Source: an optimization exercise on an open RTL-to-GDS flow (aim: small area and a short achievable clock period). Production flows keep margins and buffers that such runs may drop.
At most, simulation tests tie the RTL to the original design; equivalence was not proved.
No functional check of the RTL was part of runs 1 to 3 and 5 to 7.
Power and IR drop assume default switching activity.

--- design/flow/run.sh ---
#!/bin/bash
# synth_recipe.tcl (not shown) runs the flow's synth.tcl, then flattens the netlist and writes it again
# the make line also repeats each setting of config.mk as NAME=value (left out here)
make -C /OpenROAD-flow-scripts/flow DESIGN_CONFIG=/design/flow/config.mk WORK_HOME=/design/flow/orfs CLKGATE_MAP_FILE= SYNTH_SCRIPT=/design/flow/synth_recipe.tcl finish
--- design/flow/config.mk ---
export PLATFORM = sky130hd
export DESIGN_NAME = spi_slave_ram_burst
export DESIGN_NICKNAME = spi_slave_ram_burst
export VERILOG_FILES = /design/flow/design.v
export SDC_FILE = /design/flow/constraint.sdc
export NUM_CORES = 4
export LEC_CHECK = 0
export CAP_MARGIN = 20
export CORE_MARGIN = 2
export CORE_UTILIZATION = 40
export SETUP_SLACK_MARGIN = 2.5
export SLEW_MARGIN = 20
export TNS_END_PERCENT = 10
--- design/flow/constraint.sdc ---
create_clock -name core_clock -period 4.5 [get_ports {clk}]
set_input_delay 0.9000 -clock core_clock [delete_from_list [all_inputs] [get_ports {clk}]]
set_output_delay 0.9000 -clock core_clock [all_outputs]
set_load 0.01 [all_outputs]
--- design/flow/design.v ---
`default_nettype none
`timescale 1ns/1ps
package spi_ram_pkg;
    localparam logic [1:0] CMD_WR_ADDR = 2'b00;
    localparam logic [1:0] CMD_WR_DATA = 2'b01;
    localparam logic [1:0] CMD_RD_ADDR = 2'b10;
    localparam logic [1:0] CMD_RD_DATA = 2'b11;
endpackage
`default_nettype wire
`default_nettype none
`timescale 1ns/1ps
module spi_sp_ram #(
    parameter int WIDTH = 8,
    parameter int RINGS = 32,
    parameter int SLOTS = 8
) (
    input  logic                         clk,
    input  logic [7:0]                   waddr,
    input  logic [WIDTH-1:0]             wdata,
    input  logic [7:0]                   raddr,
    output logic                         hit,
    output logic [WIDTH-1:0]             dout
);
    localparam int SW = $clog2(SLOTS);
    logic [SW-1:0]                 r_phase;
    logic [RINGS*SLOTS*WIDTH-1:0]  r_ring;
    logic [SW-1:0]                 w_rj1;
    logic [WIDTH-1:0]              w_tap [RINGS];
    logic                          w_wphase;
    always_ff @(posedge clk) begin
        r_phase <= r_phase + 1'b1;
    end
    assign w_wphase = (r_phase == waddr[SW-1:0]);
    assign w_rj1    = raddr[SW-1:0] + 1'b1;
    assign hit      = (r_phase == w_rj1);
    genvar r, k;
    generate
        for (r = 0; r < RINGS; r++) begin : g_ring
            logic w_we;
            assign w_we = w_wphase && (waddr[7:SW] == r);
            for (k = 0; k < SLOTS - 1; k++) begin : g_slot
                always_ff @(posedge clk) begin
                    r_ring[(r*SLOTS + k)*WIDTH +: WIDTH] <= r_ring[(r*SLOTS + k + 1)*WIDTH +: WIDTH];
                end
            end
            assign w_tap[r] = r_ring[(r*SLOTS + SLOTS - 1)*WIDTH +: WIDTH];
            always_ff @(posedge clk) begin
                r_ring[(r*SLOTS + SLOTS - 1)*WIDTH +: WIDTH] <=
                    w_we ? wdata : r_ring[(r*SLOTS)*WIDTH +: WIDTH];
            end
        end
    endgenerate
    assign dout = w_tap[raddr[7:SW]];
endmodule
`default_nettype wire
`default_nettype none
`timescale 1ns/1ps
module spi_slave_ram_burst #(
    parameter int WIDTH     = 8,
    parameter int MEM_DEPTH = 256,
    parameter int AUTO_INC  = 1
) (
    input  logic clk,
    input  logic rst,
    input  logic SS_n,
    input  logic MOSI,
    output logic MISO,
    output logic busy,
    output logic frame_err
);
    logic             r_recv;
    logic             r_exec;
    logic             r_rdout;
    logic             r_done;
    logic             r_busy;
    logic [3:0]       r_cnt;
    logic [9:0]       r_shift;
    logic [7:0]       r_wr_addr;
    logic [7:0]       r_rd_addr;
    logic [7:0]       r_waddr;
    logic [7:0]       r_wdata;
    logic [7:0]       r_rbuf;
    logic             r_miso;
    logic             r_frame_err;
    logic [1:0]       w_cmd;
    logic [7:0]       w_payload;
    logic             w_hit;
    logic [7:0]       w_dout;
    logic             w_last;
    assign w_cmd     = r_shift[9:8];
    assign w_payload = r_shift[7:0];
    assign w_last    = (r_cnt == 4'd9);
    spi_sp_ram #(
        .WIDTH (WIDTH)
    ) u_ram (
        .clk   (clk),
        .waddr (r_waddr),
        .wdata (r_wdata),
        .raddr (r_rd_addr),
        .hit   (w_hit),
        .dout  (w_dout)
    );
    always_ff @(posedge clk) begin
        r_shift <= {r_shift[8:0], MOSI};
    end
    always_ff @(posedge clk) begin
        if (!r_busy || (r_recv && w_last))
            r_cnt <= '0;
        else if (r_recv || r_rdout)
            r_cnt <= r_cnt + 1'b1;
    end
    always_ff @(posedge clk) begin
        if (r_exec && (w_cmd == spi_ram_pkg::CMD_WR_DATA)) begin
            r_waddr <= r_wr_addr;
            r_wdata <= w_payload;
        end
    end
    always_ff @(posedge clk) begin
        if (r_rdout)
            r_rbuf <= {r_rbuf[6:0], 1'b0};
        else if (w_hit)
            r_rbuf <= w_dout;
    end
    always_ff @(posedge clk or posedge rst) begin
        if (rst) begin
            r_recv      <= 1'b0;
            r_exec      <= 1'b0;
            r_rdout     <= 1'b0;
            r_done      <= 1'b0;
            r_busy      <= 1'b0;
            r_wr_addr   <= '0;
            r_rd_addr   <= '0;
            r_miso      <= 1'b0;
            r_frame_err <= 1'b0;
        end else begin
            r_recv      <= (!r_busy && !SS_n) || (r_recv && !SS_n && !w_last);
            r_exec      <= r_recv && !SS_n && w_last;
            r_rdout     <= (r_exec && !SS_n && (w_cmd == spi_ram_pkg::CMD_RD_DATA)) ||
                           (r_rdout && !SS_n && (r_cnt != 4'd8));
            r_done      <= (r_exec && !SS_n && (w_cmd != spi_ram_pkg::CMD_RD_DATA)) ||
                           (r_rdout && !SS_n && (r_cnt == 4'd8)) ||
                           (r_done && !SS_n);
            r_busy      <= !SS_n;
            r_miso      <= r_rdout && !SS_n && (r_cnt != 4'd8) && r_rbuf[7];
            r_frame_err <= r_recv && SS_n;
            if (r_exec) begin
                case (w_cmd)
                    spi_ram_pkg::CMD_WR_ADDR: r_wr_addr <= w_payload;
                    spi_ram_pkg::CMD_WR_DATA: r_wr_addr <= r_wr_addr + 1'b1;
                    spi_ram_pkg::CMD_RD_ADDR: r_rd_addr <= w_payload;
                    default:                  r_rd_addr <= r_rd_addr + 1'b1;
                endcase
            end
        end
    end
    assign MISO      = r_miso;
    assign busy      = r_busy;
    assign frame_err = r_frame_err;
endmodule
`default_nettype wire
==> impl_metrics.ini, run 1 <==
[outcome]
status = no timing/DRC/antenna violations

[sta]
fin_crit_sh_pct = 51.3
grt_setup_unrepaired = true
tns_ns = 0
slew_violations = 0
tightest_slew_ns = 0.991
hold_viol_final = 0
setup_slack_ns = 2.19
layout_min_cycle_time_ns = 2.31
skew_ns = 0.0289
relSlewSlack_pct = 33.6
setup_violations = 0
fmax_ghz = 0.433

[drt]
via_per_inst = 4.37
vias = 21800
detail_route.wl_per_cell_um = 21.2
drt_iter0_markers = 1369
routed_wl_um = 106000
drc_errors = 0
dr.pass1.iters = 5
antenna_left = 0

[floorplan]
dieArea_um2 = 126000
core_um2 = 122000
num_rows = 128
start_util_pct = 40.4
fp.dieW_um = 355
die_y_um = 355
num_io_pins = 7

[setup_path]
slowest_stage = a222oi_1
cp_max_fo = 5
end_kind = register
r2r_start = r_rd_addr[3]
cpPeakStageDelay_ns = 0.57
reg2regPathDepth = 8
crit_path_cell_trace = buf_12, buf_4, nor2b_2, o2bb2ai_2, nand2_1, o21ai_2, a222oi_1, a32oi_1
required_ns = 5.01
critPathBufInv = 2
reg2reg_to = r_rbuf[4]
startpoint_type = register
critical_path_arrival_ns = 2.82
critPathTopFamily = compound AO/OA/AOI/OAI gates
rrSetupSlack_ns = 2.19
crit_type = register to register

[worst_hold_path]
min_to = u_ram.r_ring[144]
hp-class = register to register
min_from = u_ram.r_ring[152]
holdPathStages = 0

[global_routing]
grt_usage_pct = 16.8
antenna_found_initial = 9
grt_max_degree = 40
grt_pass1_wl_um = 150000
grt.overflow.total = 0
grt_pass1_vias = 21300

[synth]
ys_top_cells_by_area = dfxtp_1, mux2_2, edfxtp_1
yosys.area_share.simple_pct = 3.05
syn_inst = 2990
synth-edff-count = 23
syn_area_um2 = 49400
synth-async-reset-ratio_pct = 1.04
ys_warn_count = 3
synth_fa_ha_area_share_pct = 0.152
netlist.area_leader.share_pct = 83.8
yosys.area.top_type = dfxtp_1
synth_cell_types = 69
synth_top_family_by_area = multiplexers
avgSynthCellArea_um2 = 16.5
yosysSeqAreaShare_pct = 86.3
synth_nets = 3000
ys_ff_latch = 2111
synth-xor-area-share_pct = 0.177
synthMuxAreaShare_pct = 6.95
synth-main-ff-cell = dfxtp_1
synth-compound-area-share_pct = 2.59

[clock_tree]
cts_made_buffers = 186
h-tree-depth = 4
cts_tree = done
clkLatencyLatePin_ns = 0.79
clkSinkCount = 2111
path_clk_slew_ns = 0.07
root_buffer = clkbuf_16
clk_path_buf_depth = 3

[job]
maxCapViolations = 0

[finish]
utilization_pct = 48.5
syn2layout_area_growth_pct = 20.0
fin_area_um2 = 59200
nets = 3221
fillCellCount = 10200
drive_gt1_share_pct = 24.0

[power_and_ir_drop]
powerDensity_nw_per_um2 = 582
p_leak_nw = 23.6
p_total_w = 0.0345
ir_worst_vdd_mv = 0.364

[place]
dpl.hpwl_um = 67300
gp_congestion = 0.907
port_buffers = 6
place_ws_ns = 1.17
place_area_um2 = 51300
==> worst register-to-register path: stages, from the launching register on <==
cell and delay (ns):
dfrtp_4 0.54, buf_12 0.17, buf_4 0.16, nor2b_2 0.17
o2bb2ai_2 0.12, nand2_1 0.08, o21ai_2 0.06, a222oi_1 0.57
a32oi_1 0.19
==> how the worst max path moves through the flow <==
stage	depth (start not counted)	to	start	slack, ns
floorplan	8	r_rbuf[3]	r_rd_addr[6]	2.56
global placement	6	r_rbuf[3]	r_rd_addr[4]	1.11
detailed placement	6	r_rbuf[3]	r_rd_addr[4]	1.17
CTS	1	busy	r_busy	2.22
global route	8	r_rbuf[3]	r_rd_addr[3]	2.16
finish	8	r_rbuf[4]	r_rd_addr[3]	2.19
==> per-layer routing <==
metal | share of wire (%) | wire (um) | up-vias | track usage, %
met3 | 4.4 | 4620 | 189 | 3.58
li1 | - | - | 10400 | -
met2 | 44 | 46700 | 455 | 25.7
met4 | 3.8 | 3980 | 0 | 7.15
met5 | 0 | 0 | - | 0
met1 | 48 | 50300 | 10700 | 23.0
==> placed cells by master, fill, tap and decap left out, types with 20 or more instances in the layout <==
master and n:
buf_4 63, clkbuf_8 48, clkbuf_1 36, nor2_4 20, edfxtp_1 23, nand3_1 26
o21ai_0 27, a21oi_1 38, dfxtp_1 2066, mux2_2 254, clkinv_2 27, nor2_1 42
buf_12 22, clkbuf_16 190, nand2_1 55, mux2i_1 26
==> flip-flops by register name, indices dropped and copies added (netlist names) <==
name	flops
r_rdout	1
r_rbuf	8
u_ram.r_phase	3
r_wdata	8
r_rd_addr	8
r_miso	1
r_wr_addr	8
r_exec	1
r_shift	10
r_waddr	8
r_frame_err	1
r_busy	1
r_cnt	4
u_ram.r_ring	2048
r_recv	1
==> cell type report <==
| cell class | instances | area [um2] | area share, % |
|---|---|---|---|
| timing repair buffer | 114 | 1290 | 2.18 |
| multi-input combinational | 784 | 7000 | 11.8 |
| tap | 1625 | 2030 | 3.43 |
| sequential | 2111 | 42600 | 71.9 |
| antenna | 4 | 10.0 | 0.0169 |
| clock buffer | 274 | 5550 | 9.37 |
| inverter | 14 | 56.3 | 0.0950 |
| clock inverter | 61 | 676 | 1.14 |
==> cells by family (layout without fill, tap and decap cells) <==
group,after synthesis,in the layout
xor+xnor,10,10
buf+inv,95,463
fa+ha+maj,6,6
flops,2111,2111
compound gates,188,188
simple gates,280,280
other cells,0,4
mux,300,300
==> report_power, final <==
group	switching [W]	leakage (nW)	internal, W
sequential	0.0000140	17.1	0.0187
clock	0.00663	3.08	0.00905
combinational	0.0000232	3.38	0.0000148
total	0.00667	23.6	0.0278
==> cell usage after synthesis, drive strengths merged, types with 8 or more instances <==
cell type,instances
dfxtp,2066
mux2,267
nand2,74
nor2,64
clkbuf,53
a21oi,43
o21ai,36
nand3,34
buf,28
mux2i,28
edfxtp,23
nor3,23
dfrtp,22
a32oi,17
a22o,14
inv,14
nor2b,14
a31oi,13
nand2b,13
a22oi,12
nand4,11
nor3b,11
nand3b,8
==> per-stage QoR <==
stage,hold slack [ns],cells
2_1_floorplan,0.310,2990
3_3_place_gp,0.310,4565
3_5_place_dp,0.312,4565
4_1_cts,0.316,4981
5_1_grt,0.319,4983
6_report,0.304,4987
==> what timing repair did <==
action | 4_1_cts | 5_1_grt
endpoints found under the setup margin | 293 | 290
buffers inserted | 78 | 2
hold buffers | 0 | 0
gates resized for setup | 195 | 11
pin swaps | 54 | 2
cloned | 3 | 0
==> inputs of run 2 (changes only) <==
--- a/design/flow/config.mk
+++ b/design/flow/config.mk
@@ -8,5 +8,8 @@
 export CAP_MARGIN = 20
 export CORE_MARGIN = 2
-export CORE_UTILIZATION = 40
+export CORE_UTILIZATION = 70
+export CTS_BUF_LIST = sky130_fd_sc_hd__clkbuf_16
+export CTS_CLUSTER_DIAMETER = 60
+export CTS_CLUSTER_SIZE = 30
 export SETUP_SLACK_MARGIN = 2.5
 export SLEW_MARGIN = 20
==> run 2 against run 1 <==
Highest routed layer is now met5. Core utilization increased by 30 points. Synthesized cell count stayed put. Clock skew is 0.013 ns higher. Still clean on timing, DRC and antenna. Largest power group unchanged. Via count grew 2.3%. Critical endpoint unchanged. Sequential cell count did not move. Register-to-register slack lost 0.17 ns. Maximum frequency decreased by 7.0%. Wire length up 14%. Critical path depth shrank 2.
==> impl_metrics.ini, run 2 <==
[outcome]
status = no timing/DRC/antenna violations

[drt]
antenna_left = 0
met3_length_um = 6700
met2WireLength_um = 58600
drt_iter0_markers = 1946
routed_wl_um = 120000
met1_length_um = 50900
drc_errors = 0
dr.pass1.iters = 7
detail_route.wl_per_cell_um = 29.5
top_layer = met5
vias = 22300
via_per_inst = 5.46

[sta]
relSlewSlack_pct = 23.3
setup_violations = 0
slew_violations = 0
tightest_slew_ns = 1.15
setup_slack_ns = 2.02
skew_ns = 0.0424
hold_viol_final = 0
grt_setup_unrepaired = true
fmax_ghz = 0.403
fin_crit_sh_pct = 55.2
layout_min_cycle_time_ns = 2.48
tns_ns = 0

[finish]
layout_common_cells = dfxtp_1, mux2_2, clkbuf_16, buf_4, nand2_1
drive_gt1_share_pct = 19.3
reg_top3 = u_ram.r_ring: 2048 flops, r_shift: 10 flops
syn2layout_area_growth_pct = 10.8
nets = 3119
final_common_cell = dfxtp_1
largest_reg_flops = 2048
regMostFlops = u_ram.r_ring

[synth]
netlist.area_leader.share_pct = 83.8
yosys.area.top_type = dfxtp_1
synth-async-reset-ratio_pct = 1.04
ys_warn_count = 3
synth_cell_types = 69
avgSynthCellArea_um2 = 16.5
synthTopCellsByCount = dfxtp_1, mux2_2, nand2_1
yosysSeqAreaShare_pct = 86.3
syn_area_um2 = 49400
synth_nets = 3000
yosysMostFrequentCell = dfxtp_1
syn_inst = 2990
ys_top_cells_by_area = dfxtp_1, mux2_2, edfxtp_1
synth-edff-count = 23
ys_ff_latch = 2111
synth-main-ff-cell = dfxtp_1

[power_and_ir_drop]
ir_worst_vdd_mv = 0.510
power.internal_w = 0.0225
power_frac_clock_pct = 33.5
p_leak_nw = 21.7
swShare_pct = 20.4
powerDensity_nw_per_um2 = 516
p_switching_w = 0.00576
comb_power_share_pct = 0.2
seqPwrFrac_pct = 66.4

[global_routing]
grt_max_degree = 40
grt_pass1_vias = 23600
grt_pass1_wl_um = 171000
grt.overflow.total = 0
antenna_found_initial = 13
grt_usage_pct = 33.3

[setup_path]
critical_path_arrival_ns = 2.85
critPathBufInv = 1
worstSetupEndpoint = r_rbuf[4]
crit_path_start = r_rd_addr[3]
rrSetupSlack_ns = 2.02
crit_type = register to register
slowest_stage = a222oi_1
startpoint_type = register
required_ns = 4.87
cpPeakStageDelay_ns = 0.71
critPathTopFamily = compound AO/OA/AOI/OAI gates
r2r_start = r_rd_addr[3]
end_kind = register
cp_max_fo = 4
reg2reg_to = r_rbuf[4]
crit_path_cell_trace = buf_12, mux4_2, nand3_2, o21ai_2, a222oi_1, a32oi_1
reg2regPathDepth = 6
cp.depth = 6

[place]
gp_congestion = 0.950
dpl.hpwl_um = 73800
place_ws_ns = 1.24
port_buffers = 6

[clock_tree]
cts_made_buffers = 86
clk_path_buf_depth = 3
h-tree-depth = 3
postCtsHoldBufs = 0
root_buffer = clkbuf_16
path_clk_slew_ns = 0.11
cts_tree = done
clkSinkCount = 2111
clkLatencyLatePin_ns = 0.70

[floorplan]
start_util_pct = 70.6
die_y_um = 270
core_um2 = 69900
num_io_pins = 7
fp.dieW_um = 270
num_rows = 97
dieArea_um2 = 72700

[job]
maxCapViolations = 0

[worst_hold_path]
hp-class = register to register
[run 2: layer usage]
metal | vias up | track usage, %
li1 | 10100 | -
met1 | 11300 | 45.2
met2 | 745 | 55.7
met3 | 198 | 4.77
met4 | 4 | 11.0
met5 | - | 0
[run 2: cell families after synthesis]
family	count (synthesis)	synth area share, %
buffers and inverters	95	0.791
xor gates and xnor gates	10	0.177
AOI/OAI and AO/OA	188	2.59
adders and majority gates	6	0.152
DFF	2111	86.3
and+or+nand+nor	280	3.05
muxes	300	6.95
[run 2: worst min-delay path by stage]
stage | startpoint | endpoint | depth (start not counted)
floorplan | u_ram.r_ring[8] | u_ram.r_ring[0] | 0
global placement | u_ram.r_ring[1292] | u_ram.r_ring[1284] | 0
detailed placement | u_ram.r_ring[1719] | u_ram.r_ring[1711] | 0
CTS | u_ram.r_ring[410] | u_ram.r_ring[402] | 0
global route | u_ram.r_ring[410] | u_ram.r_ring[402] | 0
finish | u_ram.r_ring[1191] | u_ram.r_ring[1183] | 0
[run 2: power groups by stage]
stage                logic, W  clock network (W)  registers [W]
CTS                 0.0000440            0.00939         0.0187
floorplan           0.0000265                  0         0.0192
global route        0.0000489             0.0101         0.0187
global placement    0.0000358                  0         0.0192
detailed placement  0.0000412                  0         0.0192
finish              0.0000452            0.00945         0.0187
[run 2: final cells by class]
type                       count  area, um2
antenna                        2       5.00
clock buffer                  87       2180
clock inverter                29        382
fill                        3429      15200
inverter                      14       56.3
multi-input combinational    784       7030
sequential                  2111      42600
tap                          940       1180
timing repair buffer         112       1250
[run 2: worst register-to-register path: cells and delay by family (launching register included)]
family / cells / cell delay (ns)
buffers and inverters: 1 / 0.14
AO/OA/AOI/OAI: 3 / 0.96
multiplexers: 1 / 0.52
AND/OR/NAND/NOR: 1 / 0.08
flip-flops: 1 / 0.47
[run 2: repair_timing]
item	CTS	global route
pin swaps	30	13
endpoints found under the setup margin	286	290
cloned	0	1
buffers inserted	68	13
resized for setup	145	40
endpoints found under the hold margin	0	0
[run 2: metrics by stage]
| stage | hold slack [ns] | cells | area [um2] | utilization, % | total power (W) |
|---|---|---|---|---|---|
| 6_report | 0.319 | 4079 | 54700 | 78.2 | 0.0282 |
| 5_1_grt | 0.313 | 4077 | 54700 | 78.2 | 0.0288 |
| 4_1_cts | 0.317 | 4063 | 54300 | 77.7 | 0.0282 |
| 3_5_place_dp | 0.312 | 3879 | 50500 | 72.2 | 0.0192 |
| 3_3_place_gp | 0.309 | 3879 | 50500 | 72.2 | 0.0192 |
| 2_1_floorplan | 0.310 | 2990 | 49400 | - | 0.0192 |
==> inputs of run 3 (changes only) <==
--- a/design/flow/config.mk
+++ b/design/flow/config.mk
@@ -9,7 +9,7 @@
 export CORE_MARGIN = 2
 export CORE_UTILIZATION = 70
-export CTS_BUF_LIST = sky130_fd_sc_hd__clkbuf_16
-export CTS_CLUSTER_DIAMETER = 60
-export CTS_CLUSTER_SIZE = 30
+export CTS_BUF_LIST = sky130_fd_sc_hd__clkbuf_8
+export CTS_CLUSTER_DIAMETER = 50
+export CTS_CLUSTER_SIZE = 16
 export SETUP_SLACK_MARGIN = 2.5
 export SLEW_MARGIN = 20
==> run 3 against run 2 <==
Still clean on timing, DRC and antenna. Wire length down 4.5%. Sequential power about the same. Maximum frequency down 0.77%. Clock skew up 0.0036 ns. Power down 1.6%. First-iteration DRC count up 2.0%. Hold slack worse by 0.077 ns. Largest cell class unchanged.
==> impl_metrics.ini, run 3 <==
[outcome]
status = no timing/DRC/antenna violations

[drt]
routed_wl_um = 115000
vias = 22400
antenna_left = 0
via_per_inst = 5.36
dr.pass1.iters = 8
detail_route.wl_per_cell_um = 27.6
drt_iter0_markers = 1985
drc_errors = 0

[place]
port_buffers = 6
dpl.hpwl_um = 73800
gp_congestion = 0.950
dp.cells = 3879
place_area_um2 = 50500

[global_routing]
grt.overflow.total = 0
grt_usage_pct = 31.7
antenna_found_initial = 7
use_met1_pct = 44.2
grt_pass1_vias = 23200
gr-max-usage-layer = met2
grt_pass1_wl_um = 163000
grt_max_degree = 40
grt_use_met3_pct = 5.02
use_met2_pct = 51.1

[setup_path]
critPathTopFamily = compound AO/OA/AOI/OAI gates
critical_path_arrival_ns = 3.04
cp_max_fo = 8
end_kind = register
crit_type = register to register
crit_path_cell_trace = buf_12, buf_16, nor2b_4, o2bb2ai_2, nand2_1, o21ai_2, a222oi_1, a32oi_1
critPathBufInv = 2
required_ns = 5.04
cpPeakStageDelay_ns = 0.70
startpoint_type = register
slowest_stage = a222oi_1

[sta]
fin_hold_ws_ns = 0.242
slew_violations = 0
tightest_slew_ns = 1.15
setup_violations = 0
hold_viol_final = 0
fin_crit_sh_pct = 55.6
layout_min_cycle_time_ns = 2.50
tns_ns = 0
fmax_ghz = 0.400
relSlewSlack_pct = 23.5
skew_ns = 0.0459
grt_setup_unrepaired = true

[floorplan]
fp.dieW_um = 270
num_rows = 97
start_util_pct = 70.6
die_y_um = 270
core_um2 = 69900
dieArea_um2 = 72700
num_io_pins = 7

[synth]
syn_area_um2 = 49400
ys_top_cells_by_area = dfxtp_1, mux2_2, edfxtp_1
synthTopCellsByCount = dfxtp_1, mux2_2, nand2_1
syn_inst = 2990
yosys.area_share.simple_pct = 3.05
synth_cell_types = 69
yosys.area.top_type = dfxtp_1
synth-compound-area-share_pct = 2.59
ys_warn_count = 3
yosysSeqAreaShare_pct = 86.3
synth_fa_ha_area_share_pct = 0.152
synthMuxAreaShare_pct = 6.95
yosysMostFrequentCell = dfxtp_1
synth_nets = 3000
synth-edff-count = 23
ys_ff_latch = 2111
synth-async-reset-ratio_pct = 1.04
synth_top_family_by_area = multiplexers
avgSynthCellArea_um2 = 16.5
synth-xor-area-share_pct = 0.177
netlist.area_leader.share_pct = 83.8
synth-main-ff-cell = dfxtp_1

[finish]
layout.cells.non_filler = 4166
final_common_cell = dfxtp_1
layout_common_cells = dfxtp_1, mux2_2, clkbuf_8, buf_4, nand2_1
drive_gt1_share_pct = 21.1
regMostFlops = u_ram.r_ring
largest_reg_flops = 2048
nets = 3192
fin_area_um2 = 54700
syn2layout_area_growth_pct = 10.7
reg_top3 = u_ram.r_ring: 2048 flops, r_shift: 10 flops

[clock_tree]
clkSinkCount = 2111
postCtsHoldBufs = 0
root_buffer = clkbuf_8
clkLatencyLatePin_ns = 0.86
cts_tree = done
cts_made_buffers = 155
clk_path_buf_depth = 3
path_clk_slew_ns = 0.11
h-tree-depth = 4

[power_and_ir_drop]
powerDensity_nw_per_um2 = 508
ir_worst_vdd_mv = 0.415
p_leak_nw = 21.8
p_total_w = 0.0278

[worst_hold_path]
hp-class = input port to async pin

[job]
maxCapViolations = 0
run 3: changes by cell type in the layout (fill, tap and decap cells not counted), sizes merged:
cell           previous run  this run
inv                      33        41
clkdlybuf4s15             0         1
clkinvlp                  3         4
clkinv                    6         5
buf                     105       111
clkbuf                   88       158
diode                     2         7
dlygate4sd2               3         0
run 3: layout make-up:
cell class / count / area, um2
antenna: 7 / 17.5
clock buffer: 157 / 2160
clock inverter: 37 / 340
fill: 3475 / 15300
inverter: 14 / 56.3
multi-input combinational: 784 / 7070
sequential: 2111 / 42600
tap: 940 / 1180
timing repair buffer: 116 / 1210
run 3: what timing repair did:
action | CTS | global route
endpoints found under the hold margin | 0 | 0
gates resized for setup | 157 | 43
gates cloned | 1 | 0
pin swaps | 30 | 14
setup endpoints to repair | 286 | 292
setup buffers | 62 | 22
run 3: kinds of logic after synthesis:
family          count (synthesis)
compound gates                188
xor+xnor                       10
fa+ha+maj                       6
buf+inv                        95
flops                        2111
mux                           300
simple gates                  280
run 3: per-stage QoR:
step                      worst slack, ns  util [%]
final                                2.00      78.2
after detailed placement             1.24      72.2
after CTS                            2.09      77.5
after floorplan                      2.56         -
after global placement               1.27      72.2
after global routing                 2.06      78.2
run 3: power by group:
part | switching [W] | internal, W | leakage, nW
logic | 0.0000284 | 0.0000177 | 3.28
registers | 0.0000154 | 0.0187 | 17.1
clock network | 0.00567 | 0.00334 | 1.33
total | 0.00572 | 0.0221 | 21.8
run 3: per-layer routing:
layer	share of wire, %	vias to the layer above	routed length [um]
li1	-	10200	-
met1	44	11200	50300
met2	48	731	54700
met3	5.2	200	5990
met4	3.4	0	3920
met5	0	-	0
run 3: worst paths after layout:
| kind | from | end | slack [ns] | cells past startpoint |
|---|---|---|---|---|
| max in group asynchronous | rst | r_rd_addr[6] | 3.80 | 3 |
| hold / removal | rst | r_frame_err | 0.24 | 2 |
| setup / recovery | r_rd_addr[3] | r_rbuf[4] | 2.00 | 8 |
| hold reg to reg | u_ram.r_ring[421] | u_ram.r_ring[413] | 0.30 | 0 |
| setup reg to reg | r_rd_addr[3] | r_rbuf[4] | 2.00 | 8 |
| min in group core_clock | u_ram.r_ring[421] | u_ram.r_ring[413] | 0.30 | 0 |
==> inputs of run 4 (changes only) <==
--- a/design/flow/design.v
+++ b/design/flow/design.v
@@ -26,5 +26,4 @@
     logic [RINGS*SLOTS*WIDTH-1:0]  r_ring;
     logic [SW-1:0]                 w_rj1;
-    logic [WIDTH-1:0]              w_tap [RINGS];
     logic                          w_wphase;
     always_ff @(posedge clk) begin
@@ -44,5 +43,4 @@
                 end
             end
-            assign w_tap[r] = r_ring[(r*SLOTS + SLOTS - 1)*WIDTH +: WIDTH];
             always_ff @(posedge clk) begin
                 r_ring[(r*SLOTS + SLOTS - 1)*WIDTH +: WIDTH] <=
@@ -51,5 +49,5 @@
         end
     endgenerate
-    assign dout = w_tap[raddr[7:SW]];
+    assign dout = r_ring[(raddr[7:SW]*SLOTS + SLOTS - 1)*WIDTH +: WIDTH];
 endmodule
 `default_nettype wire
--- a/design/flow/config.mk
+++ b/design/flow/config.mk
@@ -8,8 +8,5 @@
 export CAP_MARGIN = 20
 export CORE_MARGIN = 2
-export CORE_UTILIZATION = 70
-export CTS_BUF_LIST = sky130_fd_sc_hd__clkbuf_8
-export CTS_CLUSTER_DIAMETER = 50
-export CTS_CLUSTER_SIZE = 16
+export CORE_UTILIZATION = 40
 export SETUP_SLACK_MARGIN = 2.5
 export SLEW_MARGIN = 20
==> run 4 against run 3 <==
Area after synthesis fell by 0.22%. Via count down 13%. Critical path type unchanged. First-iteration DRC count down 53%. Clock power increased by 71%. Power grew 23%. Core utilization shrank 31 points. Largest power group unchanged. Register-to-register slack lost 0.27 ns. Clock skew is 0.030 ns lower. Wire length fell by 32%. Sequential power hardly changed.
==> impl_metrics.ini, run 4 <==
[power_and_ir_drop]
comb_power_share_pct = 0.1
p_switching_w = 0.00652
p_leak_nw = 23.2
seqPwrFrac_pct = 54.9
ir_worst_vdd_mv = 0.349
powerDensity_nw_per_um2 = 591
swShare_pct = 19.1
power_frac_clock_pct = 45.0
power.internal_w = 0.0276

[sta]
fin_crit_sh_pct = 61.6
relSlewSlack_pct = 33.2
skew_ns = 0.0162
layout_min_cycle_time_ns = 2.77
tightest_slew_ns = 1.00
slew_violations = 0
grt_setup_unrepaired = true
tns_ns = 0
hold_viol_final = 0
setup_violations = 0
fmax_ghz = 0.361

[global_routing]
gr-max-usage-layer = met1
use_met1_pct = 18.1
antenna_found_initial = 2
use_met2_pct = 18.0
grt_usage_pct = 12.5
grt_use_met3_pct = 2.96
grt_pass1_wl_um = 118000
grt_max_degree = 46
grt.overflow.total = 0
grt_pass1_vias = 19400

[synth]
yosys.area.top_type = dfxtp_1
ys_ff_latch = 2111
synthMuxAreaShare_pct = 9.79
synth-async-reset-ratio_pct = 1.04
ys_top_cells_by_area = dfxtp_1, mux2_2, mux2_1
synth-compound-area-share_pct = 0.963
synth_cell_types = 48
synth_nets = 2794
avgSynthCellArea_um2 = 17.7
synth-edff-count = 23
yosys.area_share.simple_pct = 1.52
syn_area_um2 = 49300
synth_top_family_by_area = multiplexers
synth-main-ff-cell = dfxtp_1
synthTopCellsByCount = dfxtp_1, mux2_2, mux2_1
netlist.area_leader.share_pct = 84.0
synth-xor-area-share_pct = 0.340
yosysSeqAreaShare_pct = 86.5
syn_inst = 2782
yosysMostFrequentCell = dfxtp_1
ys_warn_count = 2
synth_fa_ha_area_share_pct = 0.203

[floorplan]
num_io_pins = 7
start_util_pct = 40.4
fp.dieW_um = 355
num_rows = 128
core_um2 = 122000
dieArea_um2 = 126000
die_y_um = 355

[finish]
layout_common_cells = dfxtp_1, clkbuf_16, mux2_2, mux2_1, mux4_2
reg_top3 = u_ram.r_ring: 2048 flops, r_shift: 10 flops
drive_gt1_share_pct = 19.4
largest_reg_flops = 2048
multiInputGateArea_um2 = 6630
fillCellCount = 10200
ff_latch_area_um2 = 42600
fin_area_um2 = 57800
nets = 2954
regMostFlops = u_ram.r_ring
final_common_cell = dfxtp_1
syn2layout_area_growth_pct = 17.4

[clock_tree]
clk_path_buf_depth = 3
cts_tree = done
cts_made_buffers = 181
h-tree-depth = 4
root_buffer = clkbuf_16
path_clk_slew_ns = 0.07
clkSinkCount = 2111
clkLatencyLatePin_ns = 0.77

[setup_path]
end_kind = register
startpoint_type = register
critical_path_arrival_ns = 3.27
crit_type = register to register
required_ns = 5.01
reg2regPathDepth = 11
cp_max_fo = 6

[drt]
drc_errors = 0
routed_wl_um = 77700
antenna_left = 0
drt_iter0_markers = 938
dr.pass1.iters = 5
vias = 19400
detail_route.wl_per_cell_um = 16.5
via_per_inst = 4.12

[place]
place_area_um2 = 51200
port_buffers = 6
dpl.hpwl_um = 45800
gp_congestion = 0.782

[worst_hold_path]
hp-class = register to register
holdPathStages = 0

[outcome]
status = no timing/DRC/antenna violations

[job]
maxCapViolations = 0
==> run 4: area by class of cell <==
type | count | area share, %
Clock buffer | 265 | 9.31
Tap cell | 1625 | 3.52
Clock inverter | 64 | 1.19
Multi-Input combinational cell | 599 | 11.5
Timing Repair Buffer | 42 | 0.777
Antenna cell | 3 | 0.0130
Sequential cell | 2111 | 73.7
Inverter | 7 | 0.0454
==> run 4: through the flow <==
step | hold WS [ns] | setup slack (ns) | power (W) | instances | utilization, %
3_5_place_dp | 0.312 | 1.22 | 0.0192 | 4367 | 41.9
6_report | 0.312 | 1.73 | 0.0342 | 4716 | 47.4
3_3_place_gp | 0.310 | 1.29 | 0.0192 | 4367 | 41.9
4_1_cts | 0.309 | 1.76 | 0.0345 | 4705 | 47.2
2_1_floorplan | 0.310 | 2.07 | 0.0192 | 2782 | -
5_1_grt | 0.316 | 1.64 | 0.0353 | 4713 | 47.4
==> run 4: repair_timing <==
item                                    CTS  global route
hold buffers                              0             0
cloned                                    0             0
resized for setup                        63            28
buffers inserted                          9             8
pin swaps                                 7             7
endpoints found under the setup margin  268           274
==> run 4: final timing paths <==
check | start | endpoint | slack (ns)
max reg2reg | r_rd_addr[3] | r_rbuf[7] | 1.73
max in group asynchronous | rst | r_rd_addr[3] | 3.16
min reg2reg | u_ram.r_ring[413] | u_ram.r_ring[405] | 0.31
min in group asynchronous | rst | r_busy | 0.64
min | u_ram.r_ring[413] | u_ram.r_ring[405] | 0.31
max | r_rd_addr[3] | r_rbuf[7] | 1.73
==> run 4: logic make-up (layout without fill, tap and decap cells) <==
kind of cell,Yosys count,count (layout)
muxes,368,368
adders and majority gates,8,8
buffers and inverters,72,378
and+or+nand+nor,140,140
AOI/OAI and AO/OA,66,66
xor gates and xnor gates,17,17
DFF,2111,2111
other,0,3
==> run 4: layer usage <==
metal	wire length, um	vias to the layer above
li1	-	9539
met1	40100	9482
met2	32700	286
met3	2850	130
met4	2060	0
met5	0	-
==> run 4: critical path: stages (launching register included) <==
cell	delay, ns
dfrtp_4	0.49
ha_4	0.27
or3_4	0.34
o31ai_4	0.08
o21ai_4	0.09
xor2_4	0.24
buf_6	0.14
buf_8	0.12
buf_8	0.12
mux2i_2	0.22
o22a_1	0.26
o221ai_2	0.13
==> run 4: power by group through the flow <==
stage | Clock (W) | Combinational, W | Sequential [W]
3_3_place_gp | 0 | 0.0000380 | 0.0192
5_1_grt | 0.0166 | 0.0000460 | 0.0187
6_report | 0.0154 | 0.0000396 | 0.0187
4_1_cts | 0.0158 | 0.0000400 | 0.0187
2_1_floorplan | 0 | 0.0000264 | 0.0192
3_5_place_dp | 0 | 0.0000396 | 0.0192
==> inputs of run 5 (changes only) <==
--- a/design/flow/design.v
+++ b/design/flow/design.v
@@ -16,4 +16,5 @@
 ) (
     input  logic                         clk,
+    input  logic                         wload,
     input  logic [7:0]                   waddr,
     input  logic [WIDTH-1:0]             wdata,
@@ -25,17 +26,21 @@
     logic [SW-1:0]                 r_phase;
     logic [RINGS*SLOTS*WIDTH-1:0]  r_ring;
-    logic [SW-1:0]                 w_rj1;
-    logic                          w_wphase;
+    logic                          r_whit;
+    logic                          r_rhit;
+    logic [7-SW:0]                 r_rsel;
+    logic [SW-1:0]                 w_phase_nx;
+    logic [WIDTH-1:0]              w_tap [RINGS];
+    assign w_phase_nx = r_phase + 1'b1;
     always_ff @(posedge clk) begin
-        r_phase <= r_phase + 1'b1;
+        r_phase <= w_phase_nx;
+        r_whit  <= !wload && (w_phase_nx == waddr[SW-1:0]);
+        r_rhit  <= (r_phase == raddr[SW-1:0]);
+        r_rsel  <= raddr[7:SW];
     end
-    assign w_wphase = (r_phase == waddr[SW-1:0]);
-    assign w_rj1    = raddr[SW-1:0] + 1'b1;
-    assign hit      = (r_phase == w_rj1);
     genvar r, k;
     generate
         for (r = 0; r < RINGS; r++) begin : g_ring
             logic w_we;
-            assign w_we = w_wphase && (waddr[7:SW] == r);
+            assign w_we = r_whit && (waddr[7:SW] == r);
             for (k = 0; k < SLOTS - 1; k++) begin : g_slot
                 always_ff @(posedge clk) begin
@@ -43,4 +48,5 @@
                 end
             end
+            assign w_tap[r] = r_ring[(r*SLOTS + SLOTS - 1)*WIDTH +: WIDTH];
             always_ff @(posedge clk) begin
                 r_ring[(r*SLOTS + SLOTS - 1)*WIDTH +: WIDTH] <=
@@ -49,5 +55,6 @@
         end
     endgenerate
-    assign dout = r_ring[(raddr[7:SW]*SLOTS + SLOTS - 1)*WIDTH +: WIDTH];
+    assign hit  = r_rhit;
+    assign dout = w_tap[r_rsel];
 endmodule
 `default_nettype wire
@@ -86,11 +93,14 @@
     logic [7:0]       w_dout;
     logic             w_last;
+    logic             w_wload;
     assign w_cmd     = r_shift[9:8];
     assign w_payload = r_shift[7:0];
     assign w_last    = (r_cnt == 4'd9);
+    assign w_wload   = r_exec && (w_cmd == spi_ram_pkg::CMD_WR_DATA);
     spi_sp_ram #(
         .WIDTH (WIDTH)
     ) u_ram (
         .clk   (clk),
+        .wload (w_wload),
         .waddr (r_waddr),
         .wdata (r_wdata),
@@ -109,5 +119,5 @@
     end
     always_ff @(posedge clk) begin
-        if (r_exec && (w_cmd == spi_ram_pkg::CMD_WR_DATA)) begin
+        if (w_wload) begin
             r_waddr <= r_wr_addr;
             r_wdata <= w_payload;
--- a/design/flow/config.mk
+++ b/design/flow/config.mk
@@ -8,5 +8,8 @@
 export CAP_MARGIN = 20
 export CORE_MARGIN = 2
-export CORE_UTILIZATION = 40
+export CORE_UTILIZATION = 70
+export CTS_BUF_LIST = sky130_fd_sc_hd__clkbuf_16
+export CTS_CLUSTER_DIAMETER = 60
+export CTS_CLUSTER_SIZE = 30
 export SETUP_SLACK_MARGIN = 2.5
 export SLEW_MARGIN = 20
==> run 5 against run 4 <==
Largest power group unchanged. Sequential cell count up 7. Non-clock buffer count up 50. Critical path depth down 7. Area after synthesis down 0.24%. Register-to-register slack better by 0.46 ns. Final area down 6.1%.
==> impl_metrics.ini, run 5 <==
[outcome]
status = no timing/DRC/antenna violations

[finish]
layout.cells.non_filler = 4042
regMostFlops = u_ram.r_ring
drive_gt1_share_pct = 18.6
largest_reg_flops = 2048
utilization_pct = 77.8
reg_top3 = u_ram.r_ring: 2048 flops, r_shift: 10 flops
syn2layout_area_growth_pct = 10.5
fillCellCount = 3335
final_common_cell = dfxtp_1
layout_common_cells = dfxtp_1, mux2_2, clkbuf_16, buf_4, nand2_1
nets = 3072

[power_and_ir_drop]
p_leak_nw = 21.6
p_total_w = 0.0284
comb_power_share_pct = 0.2
power.internal_w = 0.0226
seqPwrFrac_pct = 66.2
ir_worst_vdd_mv = 0.619
swShare_pct = 20.5
power_frac_clock_pct = 33.6
p_switching_w = 0.00581
powerDensity_nw_per_um2 = 523

[clock_tree]
cts_tree = done
path_clk_slew_ns = 0.10
clkLatencyLatePin_ns = 0.71
clkSinkCount = 2118
h-tree-depth = 3
postCtsHoldBufs = 0
cts_made_buffers = 88
root_buffer = clkbuf_16
clk_path_buf_depth = 3

[drt]
vias = 22200
via_per_inst = 5.48
drt_iter0_markers = 1809
antenna_left = 0
dr.pass1.iters = 6
detail_route.wl_per_cell_um = 28.7
routed_wl_um = 116000
drc_errors = 0

[synth]
synth-compound-area-share_pct = 2.82
yosys.area_share.simple_pct = 2.76
synth_top_family_by_area = multiplexers
ys_top_cells_by_area = dfxtp_1, mux2_2, edfxtp_1
synth_fa_ha_area_share_pct = 0.153
ys_warn_count = 3
avgSynthCellArea_um2 = 16.6
synthMuxAreaShare_pct = 6.37
synthTopCellsByCount = dfxtp_1, mux2_2, nand2_1
yosysSeqAreaShare_pct = 87.0
synth_nets = 2963
yosysMostFrequentCell = dfxtp_1
synth-async-reset-ratio_pct = 1.04
syn_area_um2 = 49100
netlist.area_leader.share_pct = 84.5
synth_cell_types = 59
synth-edff-count = 23
yosys.area.top_type = dfxtp_1
synth-xor-area-share_pct = 0.160
syn_inst = 2953
synth-main-ff-cell = dfxtp_1
ys_ff_latch = 2118

[global_routing]
grt_pass1_wl_um = 164000
grt_pass1_vias = 22900
grt_max_degree = 36
grt_usage_pct = 32.4
grt.overflow.total = 0
antenna_found_initial = 7

[job]
maxCapViolations = 0

[sta]
grt_setup_unrepaired = true
fin_crit_sh_pct = 51.3
fmax_ghz = 0.433
skew_ns = 0.0467
tightest_slew_ns = 1.15
slew_violations = 0
setup_violations = 0
layout_min_cycle_time_ns = 2.31
tns_ns = 0
relSlewSlack_pct = 23.2
hold_viol_final = 0

[floorplan]
fp.dieW_um = 269
core_um2 = 69800
num_rows = 97
dieArea_um2 = 72300
die_y_um = 269
start_util_pct = 70.4
num_io_pins = 7

[place]
port_buffers = 6
dp.cells = 3853
dpl.hpwl_um = 71100
gp_congestion = 0.933

[worst_hold_path]
hp-class = register to register

[setup_path]
required_ns = 5.06
end_kind = register
cp_max_fo = 8
startpoint_type = register
critical_path_arrival_ns = 2.87
crit_type = register to register
## run 5: cell count changes in the layout (fill, tap and decap cells not counted), moves of 43 or more
cell | previous run | this run
mux2_2 | 137 | 254
clkbuf_16 | 186 | 89
mux2_1 | 128 | 0
mux4_2 | 64 | 0
a22oi_1 | 0 | 45
clkbuf_8 | 43 | 0
## run 5: power by group through the flow
stage | logic (W) | registers [W] | clock network, W
after CTS | 0.0000539 | 0.0188 | 0.00955
final | 0.0000543 | 0.0188 | 0.00954
after floorplan | 0.0000347 | 0.0192 | 0
after global routing | 0.0000593 | 0.0188 | 0.0102
after global placement | 0.0000409 | 0.0192 | 0
after detailed placement | 0.0000469 | 0.0192 | 0
## run 5: through the flow
| step | hold slack (ns) | instance area, um2 | setup WS, ns |
|---|---|---|---|
| floorplan | 0.310 | 49100 | 2.52 |
| global placement | 0.310 | 50200 | 1.37 |
| detailed placement | 0.312 | 50300 | 1.34 |
| CTS | 0.314 | 54200 | 2.20 |
| global route | 0.310 | 54300 | 2.10 |
| finish | 0.312 | 54300 | 2.19 |
## run 5: metal layers
| metal | GRT usage (%) | up-vias | routed length, um |
|---|---|---|---|
| li1 | - | 9961 | - |
| met5 | 0 | - | 13 |
| met4 | 12.3 | 2 | 4650 |
| met2 | 53.7 | 806 | 55600 |
| met3 | 4.38 | 243 | 5790 |
| met1 | 44.0 | 11100 | 49800 |
## run 5: worst paths after layout
path | endpoint | cells past startpoint | start | slack [ns]
min in group asynchronous | r_wr_addr[7] | 2 | rst | 0.72
max in group asynchronous | r_miso | 2 | rst | 3.21
setup / recovery | u_ram.r_ring[1656] | 4 | r_waddr[3] | 2.19
hold reg to reg | u_ram.r_ring[1577] | 0 | u_ram.r_ring[1585] | 0.31
setup reg to reg | u_ram.r_ring[1656] | 4 | r_waddr[3] | 2.19
hold / removal | u_ram.r_ring[1577] | 0 | u_ram.r_ring[1585] | 0.31
## run 5: cell type report
cell class	instances	area (um2)	share of cell area (%)
Tap cell	940	1180	2.17
Inverter	10	37.5	0.0691
Antenna cell	1	2.50	0.00461
Sequential cell	2118	42800	78.8
Clock buffer	89	2230	4.10
Multi-Input combinational cell	752	6610	12.2
Timing Repair Buffer	92	1010	1.86
Clock inverter	40	472	0.869
## run 5: worst max-delay path, cell delays in order, from the launching register on
cell	delay, ns
edfxtp_1	0.54
nor2b_1	0.46
nand3_1	0.36
nor2_4	0.42
mux2_2	0.40
## run 5: logic make-up after synthesis
family,count (synthesis)
adder cells (fa/ha/maj),6
AO/OA/AOI/OAI,202
XOR/XNOR,9
buffers and inverters,83
flip-flops,2118
multiplexers,277
AND/OR/NAND/NOR,258
## run 5: what timing repair did
item | 4_1_cts | 5_1_grt
gates resized for setup | 161 | 9
pin swaps | 50 | 5
setup endpoints to repair | 251 | 251
setup buffers | 49 | 9
gates cloned | 1 | 0
==> inputs of run 6 (changes only) <==
--- a/design/flow/design.v
+++ b/design/flow/design.v
@@ -28,5 +28,5 @@
     logic                          r_whit;
     logic                          r_rhit;
-    logic [7-SW:0]                 r_rsel;
+    logic [RINGS-1:0]              r_rsel;
     logic [SW-1:0]                 w_phase_nx;
     logic [WIDTH-1:0]              w_tap [RINGS];
@@ -36,5 +36,5 @@
         r_whit  <= !wload && (w_phase_nx == waddr[SW-1:0]);
         r_rhit  <= (r_phase == raddr[SW-1:0]);
-        r_rsel  <= raddr[7:SW];
+        r_rsel  <= RINGS'(1) << raddr[7:SW];
     end
     genvar r, k;
@@ -55,6 +55,9 @@
         end
     endgenerate
+    always_comb begin
+        dout = '0;
+        for (int i = 0; i < RINGS; i++) dout = dout | (w_tap[i] & {WIDTH{r_rsel[i]}});
+    end
     assign hit  = r_rhit;
-    assign dout = w_tap[r_rsel];
 endmodule
 `default_nettype wire
==> run 6 against run 5 <==
Power shrank 0.76%. Synthesized cell count shrank 1.6%. Largest power group unchanged. Still clean. Sequential cell count grew 27. Critical endpoint is now u_ram.r_ring[62]. Die area is essentially flat. Final area shrank 2.6%. Clock power shrank 4.3%. Sequential share of layout area grew 3.1 points. Sequential power is essentially flat. Count of clock-buffer cells in the layout shrank 1. Critical path depth is the same. Maximum frequency is essentially flat.
==> impl_metrics.ini, run 6 <==
[sta]
tightest_slew_ns = 1.08
relSlewSlack_pct = 27.9
setup_violations = 0
tns_ns = 0
layout_min_cycle_time_ns = 2.31
slew_violations = 0
grt_setup_unrepaired = true
fin_crit_sh_pct = 51.3
skew_ns = 0.0235
hold_viol_final = 0
fmax_ghz = 0.433

[setup_path]
end_kind = register
required_ns = 5.06
crit_path_start = u_ram.r_whit
cp_max_fo = 8
critical_path_arrival_ns = 2.87
r2r_start = u_ram.r_whit
reg2reg_to = u_ram.r_ring[62]
startpoint_type = register
rrSetupSlack_ns = 2.19
reg2regPathDepth = 4
slowest_stage = dfxtp_1
crit_type = register to register
crit_path_cell_trace = nand2b_4, nor3_1, nand2_1, mux2_2
cpPeakStageDelay_ns = 0.65

[floorplan]
dieArea_um2 = 72300
fp.dieW_um = 269
core_um2 = 69800
start_util_pct = 70.4
die_y_um = 269
num_io_pins = 7
num_rows = 97

[worst_hold_path]
min_to = u_ram.r_ring[1966]
holdPathStages = 0
hp-class = register to register
min_from = u_ram.r_ring[1974]

[job]
maxCapViolations = 0

[drt]
drt_iter0_markers = 1863
detail_route.wl_per_cell_um = 24.9
vias = 20600
drc_errors = 0
antenna_left = 0
via_per_inst = 5.25
routed_wl_um = 97500
dr.pass1.iters = 5

[clock_tree]
clkLatencyLatePin_ns = 0.67
clkSinkCount = 2145
path_clk_slew_ns = 0.10
cts_made_buffers = 86
h-tree-depth = 3
root_buffer = clkbuf_16
cts_tree = done
clk_path_buf_depth = 3

[global_routing]
grt_pass1_vias = 19800
grt_max_degree = 42
grt_pass1_wl_um = 138000
antenna_found_initial = 4
grt.overflow.total = 0
grt_usage_pct = 27.2

[power_and_ir_drop]
p_leak_nw = 21.1
ir_worst_vdd_mv = 0.414
powerDensity_nw_per_um2 = 533

[synth]
syn_area_um2 = 49100
synthTopCellsByCount = dfxtp_1, mux2_2, a22oi_1
synth_cell_types = 40
ys_top_cells_by_area = dfxtp_1, mux2_2, a22oi_1
netlist.area_leader.share_pct = 85.6
synth_nets = 2915
yosysMostFrequentCell = dfxtp_1
ys_ff_latch = 2145
synth-async-reset-ratio_pct = 1.03
syn_inst = 2905
avgSynthCellArea_um2 = 16.9
yosysSeqAreaShare_pct = 88.1
synth-main-ff-cell = dfxtp_1
synth-edff-count = 23
yosys.area.top_type = dfxtp_1
ys_warn_count = 3

[finish]
reg_top3 = u_ram.r_ring: 2048 flops, u_ram.r_rsel: 32 flops, r_shift: 10 flops
regMostFlops = u_ram.r_ring
syn2layout_area_growth_pct = 7.67
layout_common_cells = dfxtp_1, mux2_2, a22oi_1, clkbuf_16, nor2_1
layout.cells.non_filler = 3921
nets = 2956
drive_gt1_share_pct = 14.6
final_common_cell = dfxtp_1
largest_reg_flops = 2048

[place]
gp_congestion = 1.05
port_buffers = 6
dp.cells = 3784
dpl.hpwl_um = 65700

[outcome]
status = no timing/DRC/antenna violations
-- run 6: cell families (layout without fill, tap and decap cells) --
family	Yosys count	in the layout	synth area share, %
DFF	2145	2145	88.1
other	0	4	0
xor gates and xnor gates	9	9	0.160
AOI/OAI and AO/OA	189	189	2.64
muxes	258	258	5.97
adders and majority gates	6	6	0.153
and+or+nand+nor	203	203	2.17
buffers and inverters	95	167	0.790
-- run 6: report_power, final --
| part | total, W | internal, W | switching [W] | leakage, nW |
|---|---|---|---|---|
| sequential | 0.0190 | 0.0190 | 0.0000152 | 17.5 |
| combinational | 0.0000371 | 0.0000140 | 0.0000231 | 2.38 |
| clock | 0.00913 | 0.00366 | 0.00547 | 1.24 |
-- run 6: cell type report --
type / instances / area [um2]
sequential: 2145 / 43300
fill: 4021 / 16900
multi-input combinational: 665 / 5550
clock buffer: 88 / 2200
tap: 940 / 1180
timing repair buffer: 39 / 355
clock inverter: 31 / 269
inverter: 9 / 33.8
antenna: 4 / 10.0
-- run 6: critical path, delay by kind of cell (launching register included) --
| kind | cells | cell delay, ns |
|---|---|---|
| and+or+nand+nor | 3 | 1.09 |
| muxes | 1 | 0.45 |
| DFF | 1 | 0.65 |
-- run 6: metrics by stage --
| stage | hold slack [ns] | setup WS [ns] | util (%) | total power, W | instance area [um2] |
|---|---|---|---|---|---|
| after floorplan | 0.310 | 2.63 | - | 0.0195 | 49100 |
| after global placement | 0.309 | 1.88 | 71.9 | 0.0195 | 50100 |
| after detailed placement | 0.312 | 1.98 | 71.9 | 0.0195 | 50100 |
| after CTS | 0.311 | 2.21 | 75.6 | 0.0283 | 52700 |
| after global routing | 0.320 | 2.08 | 75.8 | 0.0289 | 52900 |
| final | 0.309 | 2.19 | 75.8 | 0.0282 | 52900 |
-- run 6: what timing repair did --
item | 4_1_cts | 5_1_grt
hold buffers | 0 | 0
endpoints found under the hold margin | 0 | 0
resized for setup | 30 | 8
endpoints found under the setup margin | 254 | 252
setup buffers | 5 | 9
pin swaps | 2 | 4
-- run 6: how the worst max path moves through the flow --
stage,end
finish,u_ram.r_ring[62]
global route,u_ram.r_ring[56]
CTS,u_ram.r_ring[1596]
detailed placement,u_ram.r_ring[1529]
global placement,u_ram.r_ring[1531]
floorplan,u_ram.r_ring[248]
-- run 6: layer usage --
metal  share of wire [%]  vias to the layer above  wire, um  GRT usage [%]
met5                   0                        -         0              0
met4                 3.7                        0      3640           10.0
met3                 6.1                      200      5980           5.24
met2                  44                      695     43100           41.4
met1                  46                    10100     44800           39.1
li1                    -                     9573         -              -
==> inputs of run 7 (changes only) <==
--- a/design/flow/config.mk
+++ b/design/flow/config.mk
@@ -8,9 +8,9 @@
 export CAP_MARGIN = 20
 export CORE_MARGIN = 2
-export CORE_UTILIZATION = 70
+export CORE_UTILIZATION = 80
 export CTS_BUF_LIST = sky130_fd_sc_hd__clkbuf_16
 export CTS_CLUSTER_DIAMETER = 60
 export CTS_CLUSTER_SIZE = 30
-export SETUP_SLACK_MARGIN = 2.5
+export SETUP_SLACK_MARGIN = 0.5
 export SLEW_MARGIN = 20
 export TNS_END_PERCENT = 10
==> run 7 against run 6 <==
Still clean. Die area down 12%. Largest power group unchanged. Highest routed layer is now met5. Maximum frequency down 10%. Hold slack worse by 0.0043 ns. Cell count down 4.9%. Critical path type is now register to output pin.
==> impl_metrics.ini, run 7 <==
[outcome]
status = no timing/DRC/antenna violations

[finish]
reg_top3 = u_ram.r_ring: 2048 flops, u_ram.r_rsel: 32 flops, r_shift: 10 flops
syn2layout_area_growth_pct = 6.19
fillCellCount = 2118
fin_area_um2 = 52200
layout_common_cells = dfxtp_1, mux2_2, a22oi_1, clkbuf_16, nor2_1
ff_latch_area_um2 = 43300
largest_reg_flops = 2048
nets = 2934
drive_gt1_share_pct = 13.0
final_common_cell = dfxtp_1
regMostFlops = u_ram.r_ring
multiInputGateArea_um2 = 5450

[place]
gp_congestion = 0.987
place_area_um2 = 49900
dpl.hpwl_um = 69000
port_buffers = 6
place_ws_ns = 1.97

[drt]
detail_route.wl_per_cell_um = 31.9
drt_iter0_markers = 3220
antenna_left = 0
vias = 22400
routed_wl_um = 119000
via_per_inst = 6.00
dr.pass1.iters = 9
drc_errors = 0

[global_routing]
antenna_found_initial = 14
grt_max_degree = 42
grt_pass1_vias = 23500
grt.overflow.total = 0
grt_pass1_wl_um = 169000
grt_usage_pct = 38.3

[floorplan]
num_io_pins = 7
core_um2 = 60600
start_util_pct = 81.1
dieArea_um2 = 63400
fp.dieW_um = 252
die_y_um = 252
num_rows = 90

[setup_path]
reg2reg_to = u_ram.r_ring[1530]
r2r_start = r_waddr[5]
critPathTopFamily = buffers and inverters
critical_path_arrival_ns = 1.68
required_ns = 3.60
crit_type = register to output pin
crit_path_cell_trace = clkdlybuf4s50_1
rrSetupSlack_ns = 1.96
slowest_stage = clkdlybuf4s50_1
reg2regPathDepth = 4
end_kind = output pin
crit_path_start = r_busy
cpPeakStageDelay_ns = 0.58
cp_max_fo = 3
cp.depth = 1
startpoint_type = register
critPathBufInv = 1

[job]
maxCapViolations = 0

[sta]
slew_violations = 0
setup_slack_ns = 1.92
setup_violations = 0
fin_crit_sh_pct = 57.2
fmax_ghz = 0.388
skew_ns = 0.0317
layout_min_cycle_time_ns = 2.58
tightest_slew_ns = 1.15
relSlewSlack_pct = 23.4
hold_viol_final = 0
tns_ns = 0
grt_setup_unrepaired = false

[synth]
avgSynthCellArea_um2 = 16.9
yosys.area.top_type = dfxtp_1
synth-async-reset-ratio_pct = 1.03
syn_inst = 2905
synth-main-ff-cell = dfxtp_1
netlist.area_leader.share_pct = 85.6
ys_ff_latch = 2145
syn_area_um2 = 49100
ys_warn_count = 3
ys_top_cells_by_area = dfxtp_1, mux2_2, a22oi_1
yosysMostFrequentCell = dfxtp_1
synth-edff-count = 23
synth_cell_types = 40
yosysSeqAreaShare_pct = 88.1
synth_nets = 2915
synthTopCellsByCount = dfxtp_1, mux2_2, a22oi_1

[worst_hold_path]
min_to = u_ram.r_ring[642]
min_from = u_ram.r_ring[650]
holdPathStages = 0
hp-class = register to register

[clock_tree]
cts_made_buffers = 82
cts_tree = done
post-cts-setup-buffer-count = 0
cts-resized-gates = 0
clkLatencyLatePin_ns = 0.69
clkSinkCount = 2145
root_buffer = clkbuf_16
postCtsHoldBufs = 0
clk_path_buf_depth = 3
path_clk_slew_ns = 0.11
h-tree-depth = 3

[power_and_ir_drop]
p_leak_nw = 20.8
p_total_w = 0.0280
powerDensity_nw_per_um2 = 537
ir_worst_vdd_mv = 0.465
-- run 7: cell counts after synthesis --
Identical to the previous run, type by type.
-- run 7: worst max-delay path by stage --
stage / to / slack, ns
after floorplan: u_ram.r_ring[248] / 2.63
final: busy / 1.92
after global routing: busy / 1.89
after global placement: u_ram.r_ring[762] / 2.10
after detailed placement: u_ram.r_ring[760] / 1.97
after CTS: busy / 1.92
-- run 7: area by class of cell --
type / count / share of cell area (%)
flip-flops and latches: 2145 / 83.0
multi-input cells: 665 / 10.5
clock buffers: 84 / 4.03
well taps: 782 / 1.88
repair buffers: 21 / 0.331
clock inverters: 18 / 0.240
inverters: 9 / 0.0648
diodes: 5 / 0.0240
-- run 7: kinds of logic after synthesis --
group / share of synthesized area [%]
buffers and inverters: 0.790
AND/OR/NAND/NOR: 2.17
flip-flops: 88.1
AO/OA/AOI/OAI: 2.64
multiplexers: 5.97
adder cells (fa/ha/maj): 0.153
XOR/XNOR: 0.160
-- run 7: where the power goes --
group / internal (W) / switching [W] / total (W) / leakage [nW]
Sequential: 0.0190 / 0.0000205 / 0.0190 / 17.5
Clock: 0.00343 / 0.00549 / 0.00893 / 1.14
Combinational: 0.0000148 / 0.0000304 / 0.0000453 / 2.22
-- run 7: per-layer routing --
layer	GRT usage, %	part of all wire [%]	vias up
met1	49.1	37	11100
met2	62.1	47	1328
met5	0	0.023	-
li1	-	-	9513
met4	19.7	6.3	4
met3	8.56	9.1	457
-- run 7: stage by stage --
stage	utilization (%)	hold slack, ns	std cells
CTS	86.1	0.303	3723
global route	86.1	0.309	3725
floorplan	-	0.310	2905
finish	86.1	0.305	3729
detailed placement	82.4	0.312	3621
global placement	82.4	0.309	3621
==> inputs of run 8 (changes only) <==
--- a/design/flow/design.v
+++ b/design/flow/design.v
@@ -26,5 +26,6 @@
     logic [SW-1:0]                 r_phase;
     logic [RINGS*SLOTS*WIDTH-1:0]  r_ring;
-    logic                          r_whit;
+    logic [7:0]                    r_whi;
+    logic [3:0]                    r_wlo;
     logic                          r_rhit;
     logic [RINGS-1:0]              r_rsel;
@@ -34,5 +35,6 @@
     always_ff @(posedge clk) begin
         r_phase <= w_phase_nx;
-        r_whit  <= !wload && (w_phase_nx == waddr[SW-1:0]);
+        r_whi   <= (!wload && (w_phase_nx == waddr[SW-1:0])) ? (8'd1 << waddr[7:5]) : 8'd0;
+        r_wlo   <= 4'd1 << waddr[4:3];
         r_rhit  <= (r_phase == raddr[SW-1:0]);
         r_rsel  <= RINGS'(1) << raddr[7:SW];
@@ -42,5 +44,5 @@
         for (r = 0; r < RINGS; r++) begin : g_ring
             logic w_we;
-            assign w_we = r_whit && (waddr[7:SW] == r);
+            assign w_we = r_whi[r / 4] && r_wlo[r % 4];
             for (k = 0; k < SLOTS - 1; k++) begin : g_slot
                 always_ff @(posedge clk) begin
--- a/design/flow/config.mk
+++ b/design/flow/config.mk
@@ -8,9 +8,9 @@
 export CAP_MARGIN = 20
 export CORE_MARGIN = 2
-export CORE_UTILIZATION = 80
+export CORE_UTILIZATION = 70
 export CTS_BUF_LIST = sky130_fd_sc_hd__clkbuf_16
 export CTS_CLUSTER_DIAMETER = 60
 export CTS_CLUSTER_SIZE = 30
-export SETUP_SLACK_MARGIN = 0.5
+export SETUP_SLACK_MARGIN = 2.5
 export SLEW_MARGIN = 20
-export TNS_END_PERCENT = 10
+export TNS_END_PERCENT = 100
==> run 8 against run 7 <==
Sequential share of layout area is 0.60 points lower. Synthesized cell count about the same. Still clean on timing, DRC and antenna. Via count decreased by 9.0%. Hold slack gained 0.0098 ns. Die area rose by 14%. Critical endpoint is now r_rbuf[2]. Worst setup slack better by 0.41 ns. Core utilization decreased by 10 points. Highest routed layer is now met4. Critical path type is now register to register. Critical path depth is 3 higher. Count of clock-buffer cells in the layout increased by 5. First-iteration DRC count is 56% lower. Largest power group unchanged. Clock skew shrank 0.011 ns.
==> impl_metrics.ini, run 8 <==
[sta]
layout_min_cycle_time_ns = 2.16
relSlewSlack_pct = 30.2
skew_ns = 0.0210
tns_ns = 0
fin_crit_sh_pct = 48.1
hold_viol_final = 0
slew_violations = 0
grt_setup_unrepaired = true
fmax_ghz = 0.462
setup_violations = 0
tightest_slew_ns = 1.05
fin_hold_ws_ns = 0.315

[setup_path]
crit_type = register to register
cpPeakStageDelay_ns = 0.60
cp_max_fo = 8
crit_path_cell_trace = a22oi_1, nand4_1, nor4_1, o21ai_1
critical_path_arrival_ns = 2.56
end_kind = register
startpoint_type = register
slowest_stage = a22oi_1
required_ns = 4.90

[synth]
avgSynthCellArea_um2 = 16.9
synth_nets = 2917
ys_warn_count = 3
synth_cell_types = 42
ys_ff_latch = 2156
synthTopCellsByCount = dfxtp_1, mux2_2, a22oi_1
synth-async-reset-ratio_pct = 1.02
netlist.area_leader.share_pct = 85.9
synth-edff-count = 23
yosysSeqAreaShare_pct = 88.4
yosysMostFrequentCell = dfxtp_1
synth-main-ff-cell = dfxtp_1
ys_top_cells_by_area = dfxtp_1, mux2_2, a22oi_1
yosys.area.top_type = dfxtp_1
syn_inst = 2907
syn_area_um2 = 49200

[drt]
detail_route.wl_per_cell_um = 23.9
dr.pass1.iters = 5
antenna_left = 0
vias = 20400
drc_errors = 0
routed_wl_um = 93400
drt_iter0_markers = 1432
via_per_inst = 5.20

[global_routing]
use_met1_pct = 38.2
grt_pass1_vias = 20000
grt.overflow.total = 0
grt_pass1_wl_um = 133000
grt_max_degree = 35
use_met2_pct = 40.6
grt_usage_pct = 26.0
grt_use_met3_pct = 3.20
antenna_found_initial = 3
gr-max-usage-layer = met2

[clock_tree]
clk_path_buf_depth = 3
clkLatencyLatePin_ns = 0.67
path_clk_slew_ns = 0.11
cts_made_buffers = 88
clkSinkCount = 2156
root_buffer = clkbuf_16
cts_tree = done
h-tree-depth = 3

[finish]
layout_common_cells = dfxtp_1, mux2_2, a22oi_1, clkbuf_16, nand2_1
reg_top3 = u_ram.r_ring: 2048 flops, u_ram.r_rsel: 32 flops, r_shift: 10 flops
nets = 2947
largest_reg_flops = 2048
final_common_cell = dfxtp_1
syn2layout_area_growth_pct = 7.35
regMostFlops = u_ram.r_ring
drive_gt1_share_pct = 13.4

[floorplan]
start_util_pct = 70.5
num_rows = 97
num_io_pins = 7
core_um2 = 69800
dieArea_um2 = 72400
fp.dieW_um = 269
die_y_um = 269

[power_and_ir_drop]
powerDensity_nw_per_um2 = 539
ir_worst_vdd_mv = 0.402
p_leak_nw = 21.2

[outcome]
status = no timing/DRC/antenna violations

[place]
port_buffers = 6
dpl.hpwl_um = 60100
gp_congestion = 0.921

[job]
maxCapViolations = 0

[worst_hold_path]
hp-class = register to register
## run 8: cell count changes in the layout (fill, tap and decap cells not counted), sizes merged, moves of 5 or more
| cell | delta |
|---|---|
| clkbuf | +5 |
| nand2 | +23 |
| nor2 | -11 |
| nand4 | -5 |
| inv | +8 |
| dfxtp | +11 |
| clkinv | +10 |
## run 8: cells by family after synthesis
logic type	synth area share, %
adder cells (fa/ha/maj)	0.153
AND/OR/NAND/NOR	1.99
XOR/XNOR	0.188
AO/OA/AOI/OAI	2.68
multiplexers	5.88
flip-flops	88.4
buffers and inverters	0.679
## run 8: layout make-up
class	count	area (um2)
timing repair buffer	15	119
fill	4009	17000
clock inverter	36	350
multi-input combinational	666	5390
clock buffer	89	2230
tap	940	1180
antenna	2	5.00
inverter	10	37.5
sequential	2156	43500
## run 8: final timing paths
check / end / slack, ns / startpoint / cells after the start
max in group asynchronous: r_rd_addr[1] / 3.29 / rst / 2
hold / removal: u_ram.r_ring[799] / 0.31 / u_ram.r_ring[807] / 0
setup reg to reg: r_rbuf[2] / 2.34 / u_ram.r_rsel[27] / 4
min in group asynchronous: r_wr_addr[6] / 0.69 / rst / 2
hold reg to reg: u_ram.r_ring[799] / 0.31 / u_ram.r_ring[807] / 0
setup / recovery: r_rbuf[2] / 2.34 / u_ram.r_rsel[27] / 4
## run 8: per-stage QoR
| stage | power, W | worst slack [ns] | util [%] | instances | instance area, um2 |
|---|---|---|---|---|---|
| finish | 0.0285 | 2.34 | 75.7 | 3914 | 52800 |
| global route | 0.0293 | 2.38 | 75.7 | 3912 | 52800 |
| CTS | 0.0286 | 2.35 | 75.6 | 3912 | 52800 |
| detailed placement | 0.0196 | 1.95 | 71.9 | 3786 | 50200 |
| global placement | 0.0196 | 2.08 | 71.9 | 3786 | 50200 |
| floorplan | 0.0196 | 2.82 | - | 2907 | 49200 |
## run 8: layer usage
metal  share of wire, %  wire, um
met1                 48     44600
met2                 45     42000
met3                4.2      3920
met4                3.1      2940
met5                  0         0
## run 8: where the power goes
group | internal, W | leakage (nW) | switching [W]
combinational | 0.0000139 | 2.30 | 0.0000186
sequential | 0.0191 | 17.6 | 0.0000188
clock | 0.00379 | 1.29 | 0.00553
total | 0.0229 | 21.2 | 0.00557
## run 8: timing repair
| item | CTS | global route |
|---|---|---|
| buffers inserted | 1 | 0 |
| resized for setup | 16 | 5 |
| endpoints found under the setup margin | 24 | 22 |
| hold buffers | 0 | 0 |
| pin swaps | 0 | 0 |
| endpoints found under the hold margin | 0 | 0 |
## run 8: critical path: cells and delay by family (launching register included)
kind             cells  cell delay, ns
AO/OA/AOI/OAI        2            0.69
flip-flops           1            0.57
AND/OR/NAND/NOR      2            0.63

## static timing again, ports no longer ideal
No port has a modelled driver above. Below, the same layouts with a new extraction and two added sets of constraints.
Step 1 sets driving cells, clkbuf_16 on the clock port and buf_2 on the other inputs (assumed; they add their load-dependent delay and slew).
Step 2 also shifts input and output timing later by t, the mid clock arrival at the registers, as if the neighbouring blocks saw the same clock.
Slacks: ideal ports / drivers / drivers and shift; pairs: ideal ports / drivers.
run | t (ns) | setup slack, ns
run 1 | 0.849 | 2.193 / 2.193 / 2.193
run 2 | 0.744 | 2.018 / 2.018 / 2.018
run 3 | 0.903 | 1.999 / 1.999 / 1.999
run 4 | 0.829 | 1.730 / 1.730 / 1.730
run 5 | 0.748 | 2.192 / 2.164 / 2.192
run 6 | 0.724 | 2.190 / 2.190 / 2.190
run 7 | 0.740 | 1.925 / 1.856 / 1.963
run 8 | 0.730 | 2.336 / 2.336 / 2.336
After both steps setup and hold are still met in every run listed.
